Background: an optimization exercise with open tools, aiming at small area, a short achievable clock period and few clock cycles. Do not read the settings as production practice. In this exercise RTL edits were held to simulation tests only and were not proved equivalent to the original.

===== design/flow/constraint.sdc =====
create_clock -name core_clock -period 12.0 [get_ports {clk_i}]
set_input_delay 2.4000 -clock core_clock [delete_from_list [all_inputs] [get_ports {clk_i}]]
set_output_delay 2.4000 -clock core_clock [all_outputs]
set_load 0.01 [all_outputs]

===== design/flow/run.sh =====
#!/bin/bash
# synth_recipe.tcl (not shown) runs the flow's synth.tcl, then flattens the netlist and writes it again
# the make line also repeats each setting of config.mk as NAME=value (left out here)
make -C /OpenROAD-flow-scripts/flow DESIGN_CONFIG=/design/flow/config.mk WORK_HOME=/design/flow/orfs CLKGATE_MAP_FILE= SYNTH_SCRIPT=/design/flow/synth_recipe.tcl finish

===== design/flow/config.mk =====
export PLATFORM = sky130hd
export DESIGN_NAME = bitmap_page_allocator_unit
export DESIGN_NICKNAME = bitmap_page_allocator_unit
export VERILOG_FILES = /design/flow/design.v
export SDC_FILE = /design/flow/constraint.sdc
export NUM_CORES = 4
export LEC_CHECK = 0
export CAP_MARGIN = 20
export CORE_MARGIN = 2
export CORE_UTILIZATION = 40
export SLEW_MARGIN = 20

===== design/flow/design.v =====
package bpa_pkg;
  localparam int unsigned KIND_W = 3;
  localparam int unsigned IDX_W  = 12;
  localparam int unsigned CNT_W  = 13;
  localparam int unsigned APB_AW = 3;
  localparam int unsigned APB_DW = 32;
  localparam int unsigned RW    = 64;              
  localparam int unsigned RWB   = 6;               
  localparam int unsigned RAW   = IDX_W - RWB;     
  localparam int unsigned NROWS = 1 << RAW;
  localparam logic [CNT_W-1:0] CNT_MAX   = '1;
  localparam int unsigned      TOTAL_RST = 32'h1000;
  localparam logic [KIND_W-1:0] KIND_ALLOC     = 3'd0;
  localparam logic [KIND_W-1:0] KIND_FREE      = 3'd1;
  localparam logic [KIND_W-1:0] KIND_LOCK      = 3'd2;
  localparam logic [KIND_W-1:0] KIND_RESERVE   = 3'd3;
  localparam logic [KIND_W-1:0] KIND_UNRESERVE = 3'd4;
endpackage
import bpa_pkg::*;
module bpa_dp
(
  input  logic           clk_i,
  input  logic           clr_i,      
  input  logic           we_i,       
  input  logic [RAW-1:0] waddr_i,
  input  logic [RW-1:0]  wdata_i,
  input  logic [RAW-1:0] raddr_i,
  output logic [RW-1:0]  rdata_o
);
  localparam int unsigned NODES = 2 * NROWS - 1;
  logic [NROWS*RW-1:0] row_q;
  logic [RW-1:0]       wd;
  assign wd = clr_i ? '0 : wdata_i;
  for (genvar r = 0; r < NROWS; r++) begin : g_row
    always_ff @(posedge clk_i) begin
      if (clr_i || (we_i && (waddr_i == RAW'(r)))) begin
        row_q[r*RW +: RW] <= wd;
      end
    end
  end
  logic [NODES*RW-1:0] tree;
  for (genvar r = 0; r < NROWS; r++) begin : g_leaf
    assign tree[(NROWS-1+r)*RW +: RW] = row_q[r*RW +: RW];
  end
  for (genvar d = 0; d < RAW; d++) begin : g_depth
    for (genvar i = (1 << d) - 1; i < (2 << d) - 1; i++) begin : g_node
      assign tree[i*RW +: RW] = raddr_i[RAW-1-d] ? tree[(2*i+2)*RW +: RW]
                                                 : tree[(2*i+1)*RW +: RW];
    end
  end
  assign rdata_o = tree[0 +: RW];
endmodule
import bpa_pkg::*;
module bitmap_page_allocator_unit
#(
  parameter int unsigned MAX_PAGES = 4096
) (
  input  logic              clk_i,
  input  logic              rst_ni,
  input  logic              s_axis_tvalid,
  output logic              s_axis_tready,
  input  logic [31:0]       s_axis_tdata,    
  input  logic [KIND_W-1:0] s_axis_tuser,    
  output logic              m_axis_tvalid,
  input  logic              m_axis_tready,
  output logic [55:0]       m_axis_tdata,
  input  logic              psel,
  input  logic              penable,
  input  logic              pwrite,
  input  logic [APB_AW-1:0] paddr,
  input  logic [APB_DW-1:0] pwdata,
  output logic [APB_DW-1:0] prdata,
  output logic              pready
);
  localparam logic [CNT_W-1:0] LIM_MAX  = CNT_W'((MAX_PAGES > 4096) ? 4096 : MAX_PAGES);
  localparam logic [RW-1:0]    ONES     = '1;
  localparam int unsigned      NCH      = RW / 16;    
  function automatic logic [CNT_W-1:0] sat_add(input logic [CNT_W-1:0] c,
                                               input logic [RWB:0] n);
    logic [CNT_W:0] s;
    s = {1'b0, c} + (CNT_W + 1)'(n);
    sat_add = s[CNT_W] ? CNT_MAX : s[CNT_W-1:0];
  endfunction
  function automatic logic [CNT_W-1:0] sat_sub(input logic [CNT_W-1:0] c,
                                               input logic [RWB:0] n);
    logic [CNT_W:0] s;
    s = {1'b0, c} - (CNT_W + 1)'(n);
    sat_sub = s[CNT_W] ? '0 : s[CNT_W-1:0];
  endfunction
  function automatic logic [4:0] pop16(input logic [15:0] v);
    logic [4:0] s;
    s = '0;
    for (int i = 0; i < 16; i++) begin
      s = s + 5'(v[i]);
    end
    pop16 = s;
  endfunction
  function automatic logic [RWB-1:0] enc(input logic [RW-1:0] v);
    logic [RWB-1:0] r;
    r = '0;
    for (int i = 0; i < RW; i++) begin
      if (v[i]) begin
        r = r | RWB'(i);
      end
    end
    enc = r;
  endfunction
  logic [CNT_W-1:0] total_q;
  logic             cfg_wr;
  logic [CNT_W-1:0] lim, lim_m1, new_lim;
  logic [RAW-1:0]   lim_lrow;
  logic [RWB-1:0]   lim_hbit;
  assign pready  = 1'b1;
  assign cfg_wr  = psel & penable & pwrite & ~paddr[2];
  assign prdata  = paddr[2] ? '0 : APB_DW'(total_q);
  assign lim      = (total_q > LIM_MAX) ? LIM_MAX : total_q;
  assign new_lim  = (pwdata[CNT_W-1:0] > LIM_MAX) ? LIM_MAX : pwdata[CNT_W-1:0];
  assign lim_m1   = lim - CNT_W'(1);
  assign lim_lrow = lim_m1[IDX_W-1:RWB];
  assign lim_hbit = lim_m1[RWB-1:0];
  logic             clr_q;                     
  logic [CNT_W-1:0] hint_q;                    
  logic [CNT_W-1:0] free_q, used_q, rsv_q;
  logic             en;                        
  logic              rdy_q;
  logic              p_v_q, s_v_q;
  logic [KIND_W-1:0] p_kind_q, s_kind_q;
  logic [IDX_W-1:0]  p_first_q, s_first_q;
  logic [CNT_W-1:0]  p_cnt_q, s_cnt_q;
  logic              accept, p_pop;
  assign s_axis_tready = rdy_q;
  assign accept        = s_axis_tvalid & rdy_q;
  always_ff @(posedge clk_i or negedge rst_ni) begin
    if (!rst_ni) begin
      p_v_q <= 1'b0;
      s_v_q <= 1'b0;
      rdy_q <= 1'b0;
    end else begin
      if (p_pop) begin
        p_v_q <= s_v_q | accept;
        s_v_q <= s_v_q & accept;
        rdy_q <= 1'b1;
      end else begin
        p_v_q <= p_v_q | accept;
        s_v_q <= s_v_q | (p_v_q & accept);
        rdy_q <= ~(p_v_q & (s_v_q | accept));
      end
    end
  end
  always_ff @(posedge clk_i) begin
    if (p_pop && s_v_q) begin
      p_kind_q  <= s_kind_q;
      p_first_q <= s_first_q;
      p_cnt_q   <= s_cnt_q;
    end else if ((p_pop || !p_v_q) && accept) begin
      p_kind_q  <= s_axis_tuser;
      p_first_q <= s_axis_tdata[IDX_W-1:0];
      p_cnt_q   <= s_axis_tdata[IDX_W+CNT_W-1:IDX_W];
    end
    if (accept && !p_pop && p_v_q) begin
      s_kind_q  <= s_axis_tuser;
      s_first_q <= s_axis_tdata[IDX_W-1:0];
      s_cnt_q   <= s_axis_tdata[IDX_W+CNT_W-1:IDX_W];
    end
  end
  logic [IDX_W+1:0] p_end, p_stop, p_last;
  logic             p_alloc, p_run, p_empty;
  always_comb begin
    p_alloc = (p_kind_q == KIND_ALLOC);
    p_run   = (p_kind_q == KIND_FREE) || (p_kind_q == KIND_LOCK) ||
              (p_kind_q == KIND_RESERVE) || (p_kind_q == KIND_UNRESERVE);
    p_end   = (IDX_W + 2)'(p_first_q) + (IDX_W + 2)'(p_cnt_q);
    p_stop  = (p_end > (IDX_W + 2)'(lim)) ? (IDX_W + 2)'(lim) : p_end;
    p_last  = p_stop - (IDX_W + 2)'(1);
    p_empty = ~p_alloc & (~p_run | (p_stop <= (IDX_W + 2)'(p_first_q)));
  end
  logic              r_v_q, r_first_q, r_empty_q;
  logic [KIND_W-1:0] r_kind_q;
  logic [RAW-1:0]    r_row_q, r_lrow_q;
  logic [RWB-1:0]    r_lo_q, r_hi_q;
  logic              r_alloc, r_issue, r_fin, r_load;
  logic [RAW-1:0]    r_addr, pred_row;
  logic              m_v_q, m_wait_q, m_first_q, m_last_q, m_empty_q;
  logic [KIND_W-1:0] m_kind_q;
  logic [RAW-1:0]    m_row_q;
  logic [RWB-1:0]    m_lo_q, m_hi_q;
  logic [RW-1:0]     rdata_q;
  logic [RAW:0]      hint_row;
  logic              m_alloc, m_free, m_set, m_isrun;
  logic              a_empty, a_last, mismatch, usurp, m_proc, a_cont, m_hold, m_done;
  logic [RW-1:0]     lo_mask, hi_mask, mask, cand, chg, below, sel, pre, onehot, new_row;
  logic [RWB-1:0]    lo_bits, hi_bits, hit_bit;
  logic              hi_on, found, sel_any;
  logic [RAW-1:0]    rd_addr;
  logic [RW-1:0]     rd_row, rdata_d;
  logic              fwd;
  assign hint_row = hint_q[IDX_W:RWB];
  assign m_alloc  = (m_kind_q == KIND_ALLOC);
  assign m_free   = (m_kind_q == KIND_FREE);
  assign m_set    = (m_kind_q == KIND_LOCK) || (m_kind_q == KIND_RESERVE);
  assign m_isrun  = m_set || m_free || (m_kind_q == KIND_UNRESERVE);
  always_comb begin
    pred_row = hint_row[RAW-1:0];
    if (m_v_q && m_alloc) begin
      pred_row = m_row_q;
    end else if (m_v_q && m_free && !m_empty_q && ({1'b0, m_row_q} < hint_row)) begin
      pred_row = m_row_q;
    end
  end
  assign r_alloc = (r_kind_q == KIND_ALLOC);
  always_comb begin
    a_empty  = (hint_q >= lim);
    a_last   = (m_row_q == lim_lrow);
    mismatch = m_v_q & ~m_wait_q & m_alloc & ~a_empty & m_first_q &
               ({1'b0, m_row_q} != hint_row);
    usurp    = m_v_q & (m_wait_q | mismatch);
    m_proc   = m_v_q & ~m_wait_q & ~mismatch & ~m_empty_q & ~(m_alloc & a_empty);
  end
  always_comb begin
    lo_bits = m_alloc ? hint_q[RWB-1:0] : m_lo_q;
    lo_mask = m_first_q ? (ONES << lo_bits) : ONES;
    hi_on   = m_alloc ? a_last : m_last_q;
    hi_bits = m_alloc ? lim_hbit : m_hi_q;
    hi_mask = hi_on ? (ONES >> (RWB'(RW - 1) - hi_bits)) : ONES;
    mask    = lo_mask & hi_mask;
    cand    = ~rdata_q & mask;
    found   = |cand;
    chg     = mask & (m_set ? ~rdata_q : rdata_q);
    if ({1'b0, m_row_q} < hint_row) begin
      below = ONES;
    end else if ({1'b0, m_row_q} == hint_row) begin
      below = ~(ONES << hint_q[RWB-1:0]);
    end else begin
      below = '0;
    end
    sel = m_alloc ? cand : (m_free ? (chg & below) : '0);
    pre[0] = 1'b0;
    for (int i = 1; i < RW; i++) begin
      pre[i] = pre[i-1] | sel[i-1];
    end
    onehot  = sel & ~pre;
    sel_any = |sel;
    hit_bit = enc(onehot);
    if (m_alloc) begin
      new_row = rdata_q | onehot;
    end else if (m_set) begin
      new_row = rdata_q | mask;
    end else begin
      new_row = rdata_q & ~mask;
    end
  end
  always_comb begin
    a_cont = m_proc & m_alloc & ~found & ~a_last;
    m_hold = usurp | a_cont;
    m_done = m_v_q & ~m_wait_q & ~mismatch &
             (m_alloc ? (a_empty | found | a_last) : (m_empty_q | m_last_q));
  end
  always_comb begin
    r_issue = r_v_q & ~m_hold;
    r_fin   = r_issue & (r_empty_q | r_alloc | (r_row_q == r_lrow_q));
    r_load  = en & p_v_q & (~r_v_q | r_fin);
    p_pop   = r_load;
    r_addr  = r_alloc ? pred_row : r_row_q;
    if (usurp) begin
      rd_addr = m_wait_q ? m_row_q : hint_row[RAW-1:0];
    end else begin
      rd_addr = r_addr;
    end
    fwd     = m_proc & (rd_addr == m_row_q);
    rdata_d = fwd ? new_row : rd_row;
  end
  bpa_dp u_dp (
    .clk_i   (clk_i),
    .clr_i   (clr_q),
    .we_i    (m_proc & en),
    .waddr_i (m_row_q),
    .wdata_i (new_row),
    .raddr_i (rd_addr),
    .rdata_o (rd_row)
  );
  logic              c_v_q, c_upd_q, c_done_q, c_ok_q, c_found_q;
  logic [KIND_W-1:0] c_kind_q;
  logic [IDX_W-1:0]  c_page_q;
  logic [5*NCH-1:0]  c_pc_q;
  logic [RWB:0]      c_n;
  logic [CNT_W-1:0]  free_d, used_d, rsv_d;
  logic              push;
  always_comb begin
    c_n = '0;
    for (int k = 0; k < NCH; k++) begin
      c_n = c_n + (RWB + 1)'(c_pc_q[5*k +: 5]);
    end
    if (c_kind_q == KIND_ALLOC) begin
      c_n = (RWB + 1)'(c_found_q);
    end
    free_d = free_q;
    used_d = used_q;
    rsv_d  = rsv_q;
    if (c_v_q && c_upd_q) begin
      case (c_kind_q)
        KIND_ALLOC, KIND_LOCK: begin
          free_d = sat_sub(free_q, c_n);
          used_d = sat_add(used_q, c_n);
        end
        KIND_FREE: begin
          free_d = sat_add(free_q, c_n);
          used_d = sat_sub(used_q, c_n);
        end
        KIND_RESERVE: begin
          free_d = sat_sub(free_q, c_n);
          rsv_d  = sat_add(rsv_q, c_n);
        end
        KIND_UNRESERVE: begin
          free_d = sat_add(free_q, c_n);
          rsv_d  = sat_sub(rsv_q, c_n);
        end
        default: begin
        end
      endcase
    end
    push = en & c_v_q & c_done_q;
  end
  logic              o0_v_q, o1_v_q;
  logic [51:0]       o0_q, o1_q;
  logic [51:0]       res;
  logic              pop;
  assign res           = {rsv_d, used_d, free_d, c_ok_q, c_page_q};
  assign pop           = o0_v_q & m_axis_tready;
  assign en            = ~o1_v_q;
  assign m_axis_tvalid = o0_v_q;
  assign m_axis_tdata  = {4'b0000, o0_q};
  always_ff @(posedge clk_i) begin
    if (pop ? o1_v_q : 1'b0) begin
      o0_q <= o1_q;
    end else if ((pop || !o0_v_q) && push) begin
      o0_q <= res;
    end
    if (!pop && o0_v_q && push) begin
      o1_q <= res;
    end
  end
  always_ff @(posedge clk_i) begin
    if (en) begin
      if (r_issue && !r_fin) begin
        r_row_q   <= r_row_q + RAW'(1);
        r_first_q <= 1'b0;
      end
      if (r_load) begin
        r_kind_q  <= p_kind_q;
        r_empty_q <= p_empty;
        r_row_q   <= p_first_q[IDX_W-1:RWB];
        r_lrow_q  <= p_last[IDX_W-1:RWB];
        r_lo_q    <= p_first_q[RWB-1:0];
        r_hi_q    <= p_last[RWB-1:0];
        r_first_q <= 1'b1;
      end
      if (usurp) begin
        rdata_q <= rd_row;
        if (!m_wait_q) begin
          m_row_q <= hint_row[RAW-1:0];
        end
      end else if (a_cont) begin
        m_row_q   <= m_row_q + RAW'(1);
        m_first_q <= 1'b0;
      end else if (r_issue) begin
        rdata_q   <= rdata_d;
        m_kind_q  <= r_kind_q;
        m_empty_q <= r_empty_q;
        m_row_q   <= r_addr;
        m_first_q <= r_first_q;
        m_last_q  <= r_alloc | (r_row_q == r_lrow_q);
        m_lo_q    <= r_lo_q;
        m_hi_q    <= r_hi_q;
      end
      c_upd_q   <= m_proc;
      c_done_q  <= m_done;
      c_kind_q  <= m_kind_q;
      c_found_q <= found;
      c_ok_q    <= m_alloc ? (m_proc & found) : m_isrun;
      c_page_q  <= (m_alloc && m_proc && found) ? {m_row_q, hit_bit} : '0;
      for (int k = 0; k < NCH; k++) begin
        c_pc_q[5*k +: 5] <= pop16(chg[16*k +: 16]);
      end
    end
  end
  always_ff @(posedge clk_i or negedge rst_ni) begin
    if (!rst_ni) begin
      clr_q    <= 1'b1;
      total_q  <= CNT_W'(TOTAL_RST);
      hint_q   <= '0;
      free_q   <= LIM_MAX;
      used_q   <= '0;
      rsv_q    <= '0;
      r_v_q    <= 1'b0;
      m_v_q    <= 1'b0;
      m_wait_q <= 1'b0;
      c_v_q    <= 1'b0;
      o0_v_q   <= 1'b0;
      o1_v_q   <= 1'b0;
    end else begin
      clr_q <= cfg_wr;
      if (cfg_wr) begin
        total_q <= pwdata[CNT_W-1:0];
        hint_q  <= '0;
        free_q  <= new_lim;
        used_q  <= '0;
        rsv_q   <= '0;
      end else if (en) begin
        free_q <= free_d;
        used_q <= used_d;
        rsv_q  <= rsv_d;
        if (m_proc && m_alloc && found) begin
          hint_q <= {1'b0, m_row_q, hit_bit};
        end else if (a_cont ? 1'b0 : (m_proc && m_alloc && a_last)) begin
          hint_q <= lim;
        end else if (m_proc && m_free && sel_any) begin
          hint_q <= {1'b0, m_row_q, hit_bit};
        end
      end
      if (en) begin
        if (r_load) begin
          r_v_q <= 1'b1;
        end else if (r_fin) begin
          r_v_q <= 1'b0;
        end
        if (usurp) begin
          m_wait_q <= 1'b0;
        end else if (a_cont) begin
          m_wait_q <= 1'b1;
        end else begin
          m_v_q    <= r_issue;
          m_wait_q <= 1'b0;
        end
        c_v_q <= m_v_q & ~m_wait_q & ~mismatch;
      end
      if (pop) begin
        o0_v_q <= o1_v_q | push;
        o1_v_q <= 1'b0;
      end else if (push) begin
        o0_v_q <= 1'b1;
        o1_v_q <= o0_v_q;
      end
    end
  end
endmodule

==> out/metrics.yaml <==
place:
  dp_slack_ns: 3.47
  dp_hpwl_um: 413000
  place.gp.congestion: 1.00
  placed_cells: 20100
  numPortBuffers: 115
detailed_routing:
  drc: 0
  ant_nets: 0
  via_per_inst: 6.19
  dr.pass1.iters: 6
  wl_per_cell_um: 34.1
  finalWirelength_um: 714000
  vias: 130000
  drt_iter0_drc: 18800
global_routing:
  grt_overflow: 0
  grt_pass1_vias: 120000
  grt_max_degree: 134
  grt_util_all_layers_pct: 28.5
  grt_pass1_wl_um: 977000
  grt_antenna_before_repair: 19
timing:
  fin_tns_setup_ns: 0
  setup_violations: 0
  hold_viol: 0
  fin_ws_ns: 3.19
  tightest_slew_ns: 1.30
  fmax_mhz: 113
  maxSlewViolCount: 0
  maxSlewHeadroom_pct: 13.2
  clock_skew_ns: 0.0861
  final.period_utilization_pct: 73.4
  fin_crit_ns: 8.81
  rsz0062_at_grt: "false"
synth:
  synth_edf_count: 4412
  seq_area_frac_synth_pct: 70.1
  synth_async_sr_flop_share_pct: 1.67
  synth_flop_cell: "edfxtp_1"
  ys_ff_latch: 4487
  yosys_warnings: 2
  netlist_area_mm2: 0.192
  synthDistinctLibCells: 112
  synthTopCellsByArea: "edfxtp_1 69%, nand2_1 5.3%, mux2i_1 4.5%"
  syn_area_per_cell_um2: 13.6
  synthCells: 14100
  synth.top_cell.area_share_pct: 69.1
  yosysTopAreaCell: "edfxtp_1"
floorplan:
  die_h_um: 696
  pin_count: 168
  rows: 254
  dieArea_mm2: 0.485
  die_w_um: 696
  design.core.area_mm2: 0.478
  initial_core_util_pct: 40.1
final_layout:
  mostFrequentLayoutCells: "4412 x edfxtp_1, 2719 x nand2_1, 869 x mux2i_1"
  nNetsFinal: 14400
  mostFrequentLayoutCell: "edfxtp_1"
  fillers: 41900
  layout-drive-gt1-share_pct: 10.1
  final_cells: 21000
  syn2layout_area_growth_pct: 13.6
clock_network:
  cts_setup_buffers: 0
  insertion_delay_ns: 1.05
  hold_buffers: 0
  cts.path.max_buffers: 4
  h-tree-depth: 5
  numCtsBuffers: 453
  path_clk_slew_ns: 0.07
  cts_root_buffer: "clkbuf_16"
  ctsResizeCount: 0
  cts.sink_count: 4487
  tritoncts: "done"
status:
  outcome: "finished clean"
critical_path:
  cp_data_arrival_time_ns: 9.50
  cp-end-kind: "flip-flop"
  cp-start-kind: "flip-flop"
  critPathRequiredTime_ns: 12.69
  worstPathMaxFanout: 64
  crit_type: "reg -> reg"
run:
  drv_cap: 0
worst_hold_path:
  hold_class: "reg -> reg"
metrics by stage:
stage | util [%] | instance area, um^2 | hold slack, ns
final | 45.6 | 218000 | 0.422
after global placement | 42.3 | 202000 | 0.403
after detailed placement | 42.4 | 203000 | 0.408
after floorplan | - | 192000 | 0.400
after CTS | 45.5 | 217000 | 0.421
after global routing | 45.6 | 218000 | 0.432
cells in the mapped netlist (all sizes together) (40+ instances only):
master,instances
a211oi,63
a21o,73
a21oi,472
a221oi,47
a311oi,277
a31o,74
a31oi,132
a41oi,48
and2,40
and3,344
buf,360
clkbuf,596
dfrtp,72
edfxtp,4412
fa,57
ha,132
inv,200
mux2,48
mux2i,870
nand2,2727
nand3,557
nand4,142
nor2,479
nor2b,46
nor3,97
nor4,51
o211ai,57
o21ai,300
o221ai,330
o22ai,295
o32ai,44
xnor2,112
cell families (layout without fill, tap and decap cells):
logic type      count (synthesis)  count (layout)  synth area share (%)
compound gates               2538            2538                  9.50
fa+ha+maj                     189             189                  1.46
buf+inv                      1158            1617                  2.51
simple gates                 4628            4628                  10.6
mux                           950             950                  5.20
other cells                     2              32               0.00392
xor+xnor                      124             124                 0.567
flops                        4487            4487                  70.1
per-layer routing:
metal  track usage [%]  vias to the layer above  part of all wire [%]
met1              39.4                    66500                    40
met4              14.1                        8                   5.9
li1                  -                    54100                     -
met3              5.13                     1369                    10
met2              43.5                     7666                    44
met5                 0                        -                0.0057
critical path, cell delays in order (launching register included):
cell       delay [ns]
dfstp_2          0.87
nor2b_1          0.20
inv_1            0.18
ha_1             0.45
nand4bb_1        0.14
a21oi_1          0.36
o31a_1           0.75
nand2_1          0.67
o21ai_0          0.55
a311o_1          0.52
o41ai_2          0.15
buf_4            0.20
nor4_4           0.38
nand2_1          0.24
nor4_2           0.81
a31oi_1          0.17
mux2i_1          0.91
nor2b_4          0.29
buf_4            0.50
final cells by class:
class | count | area [um^2] | share of cell area [%]
multi-input cells | 8453 | 54000 | 24.8
diodes | 8 | 20.0 | 0.00920
flip-flops and latches | 4487 | 134000 | 61.7
repair buffers | 586 | 5870 | 2.70
clock inverters | 258 | 2740 | 1.26
inverters | 202 | 758 | 0.348
well taps | 6400 | 8010 | 3.68
clock buffers | 571 | 11900 | 5.48
worst paths after layout:
path	from	end	slack (ns)	cells past startpoint
setup / recovery	total_q[12]	u_dp.row_q[1215]	3.19	18
hold / removal	r_lo_q[4]	m_lo_q[4]	0.42	0
setup reg to reg	total_q[12]	u_dp.row_q[1215]	3.19	18
hold reg to reg	r_lo_q[4]	m_lo_q[4]	0.42	0
max in group asynchronous	rst_ni	rsv_q[0]	9.56	2
min in group asynchronous	rst_ni	s_v_q	1.21	1
flip-flops by register name, indices dropped and copies added (netlist names), 6 cells and up:
name and cells:
m_row_q 6, s_first_q 12, c_pc_q 20, r_row_q 6, o0_q 52, r_lo_q 6
used_q 13, r_lrow_q 6, m_hi_q 6, s_cnt_q 13, total_q 13, p_cnt_q 13
rdata_q 64, hint_q 13, free_q 13, u_dp.row_q 4096, o1_q 52, rsv_q 13
c_page_q 12, r_hi_q 6, m_lo_q 6, p_first_q 12
Testbench counts, summed over its fixed seeds: cycles 7,019.

[static timing again, ports no longer ideal]
No port has a modelled driver above. Below, the same layout with a new extraction and two added sets of constraints. Step 1 (the two cells are an assumption about what drives the block):
set clk [get_ports {clk_i}]
set_driving_cell -lib_cell sky130_fd_sc_hd__clkbuf_16 $clk
set_driving_cell -lib_cell sky130_fd_sc_hd__buf_2 [delete_from_list [all_inputs] $clk]
Step 2 also shifts input and output timing later by t, the mid clock arrival at the registers, as if the neighbouring blocks saw the same clock. Slacks: no drivers / after step 1 / after step 2; pairs: no drivers / after step 1.
t, ns: 1.132
setup WS [ns]: 3.187 / 3.187 / 3.187
worst hold slack (ns): 0.422 / 0.422 / 0.422
worst setup path after step 2: register to register
cell pins on the clock port's net: 1
After both steps setup and hold are still met in this run. The setup slack of this run moves by 0.000 ns with the drivers and by 0.000 ns with both steps.
